This is an optimization exercise on Yosys and OpenROAD, whose aim is small area, a short achievable clock period and few clock cycles per item, not a production implementation.
In this exercise RTL edits were held to simulation tests only and were not proved equivalent to the original.

sierra:
Design attn_score_top, start of the top module:
module attn_score_top (
    input  logic               clk,
    input  logic               rst_n,
    input  logic               in_valid,
    input  attn_pkg::qk_pair_s in_pair,
    input  logic               causal_en,
    input  logic               out_credit,
    output logic               in_credit,
    output logic               out_valid,
    output attn_pkg::score_s   out_score
);
Size in the first run: ~8500 cells after synthesis, ~570 I/O pins, roughly 88000 sq um of cells after synthesis.
==> flow/config.mk <==
export PLATFORM = sky130hd
export DESIGN_NAME = attn_score_top
export DESIGN_NICKNAME = attn_score_top
export VERILOG_FILES = /design/flow/design.v
export SDC_FILE = /design/flow/constraint.sdc
export NUM_CORES = 4
export LEC_CHECK = 0
export CAP_MARGIN = 20
export CORE_MARGIN = 2
export CORE_UTILIZATION = 40
export CTS_CLUSTER_DIAMETER = 150
export CTS_CLUSTER_SIZE = 20
export SLEW_MARGIN = 20
export SYNTH_HIERARCHICAL = 1
export SYNTH_MINIMUM_KEEP_SIZE = 0
==> flow/constraint.sdc <==
create_clock -name core_clock -period 135.0 [get_ports {clk}]
set_input_delay 27.0000 -clock core_clock [delete_from_list [all_inputs] [get_ports {clk}]]
set_output_delay 27.0000 -clock core_clock [all_outputs]
set_load 0.01 [all_outputs]
standard.sh (not shown) runs the stock make flow with config.mk's settings and CLKGATE_MAP_FILE= SYNTH_SCRIPT=/design/flow/synth_recipe.tcl, a recipe that flattens the netlist after the stock synthesis.
==> flow/flow/run.sh <==
#!/bin/bash
# Standard layout with one change: the input and output port buffers are
# sky130_fd_sc_hd__buf_1 instead of the flow's default buffer cell.
set -euo pipefail
export BUFFER_PORTS_ARGS="-buffer_cell sky130_fd_sc_hd__buf_1"
bash standard.sh > standard_flow.log 2>&1
Testbench counts of sierra, summed over its fixed seeds: cycles 1,944, items 1,920.
> inputs changed (sierra -> lagoon)
# sierra
export LEC_CHECK = 0
export CAP_MARGIN = 20
export CORE_MARGIN = 2
export CORE_UTILIZATION = 40
export CTS_CLUSTER_DIAMETER = 150
export CTS_CLUSTER_SIZE = 20
export SLEW_MARGIN = 20
export SYNTH_HIERARCHICAL = 1
export SYNTH_MINIMUM_KEEP_SIZE = 0
create_clock -name core_clock -period 135.0 [get_ports {clk}]
# lagoon
export LEC_CHECK = 0
export CAP_MARGIN = 20
export CORE_MARGIN = 2
export CORE_UTILIZATION = 40
export CTS_CLUSTER_DIAMETER = 150
export CTS_CLUSTER_SIZE = 20
export PLACE_DENSITY = 0.72
export SLEW_MARGIN = 20
export SYNTH_HIERARCHICAL = 1
export SYNTH_MINIMUM_KEEP_SIZE = 0
create_clock -name core_clock -period 135.0 [get_ports {clk}]
### Flow results
- The design area on lagoon is in line with that on sierra.
- Relative to sierra, the initial antenna violation count of lagoon is lower by 1.
- Comparing sierra and lagoon, the higher arrival time at the worst endpoint was measured on sierra.
- ~same highest clock rate in sierra and lagoon
Modified inputs, raven compared to lagoon
# lagoon
export LEC_CHECK = 0
export CAP_MARGIN = 20
export CORE_MARGIN = 2
export CORE_UTILIZATION = 40
export CTS_CLUSTER_DIAMETER = 150
export CTS_CLUSTER_SIZE = 20
export PLACE_DENSITY = 0.72
export SLEW_MARGIN = 20
export SYNTH_HIERARCHICAL = 1
export SYNTH_MINIMUM_KEEP_SIZE = 0
create_clock -name core_clock -period 135.0 [get_ports {clk}]
# raven
export LEC_CHECK = 0
export CAP_MARGIN = 10
export CORE_MARGIN = 2
export CORE_UTILIZATION = 40
export SLEW_MARGIN = 10
export SYNTH_HIERARCHICAL = 1
export SYNTH_MINIMUM_KEEP_SIZE = 0
create_clock -name core_clock -period 135.0 [get_ports {clk}]
==> run summary <==
- Total wire length after detailed routing across lagoon and raven: no real change.
- Comparing lagoon and raven, the higher worst setup margin is on lagoon.
- On cell area after placement, lagoon and raven are neck and neck.
- The worst hold slack was comparable across lagoon and raven.
- raven -> lagoon: initial cell density of the core delta 0, exact match

## afterwards: timing with drivers on the ports
The results above use ideal ports. As a check the final layouts listed here were re-extracted and re-timed, cells and wires unchanged.
Step 1 sets driving cells, clkbuf_16 on the clock port and buf_2 on the other inputs (assumed; they add their load-dependent delay and slew).
Step 2, shift: input delay + t, output delay - t, t = (earliest + latest rising clock arrival at the registers) / 2. This alone moves slack from input paths to output paths.
Three values: ideal, step 1, step 2; two values: the first two.
run | t, ns | slack for setup (ns) | pins driven straight from the clock port
sierra | 0.752 | 106.729 / 106.644 / 106.874 | 1
lagoon | 0.738 | 106.763 / 106.677 / 106.370 | 1
raven | 0.799 | 106.683 / 106.599 / 106.866 | 1
After both steps every run listed still meets setup and hold. The setup slack of lagoon, which loses most, moves by -0.086 ns with the drivers and by -0.393 ns with both steps.
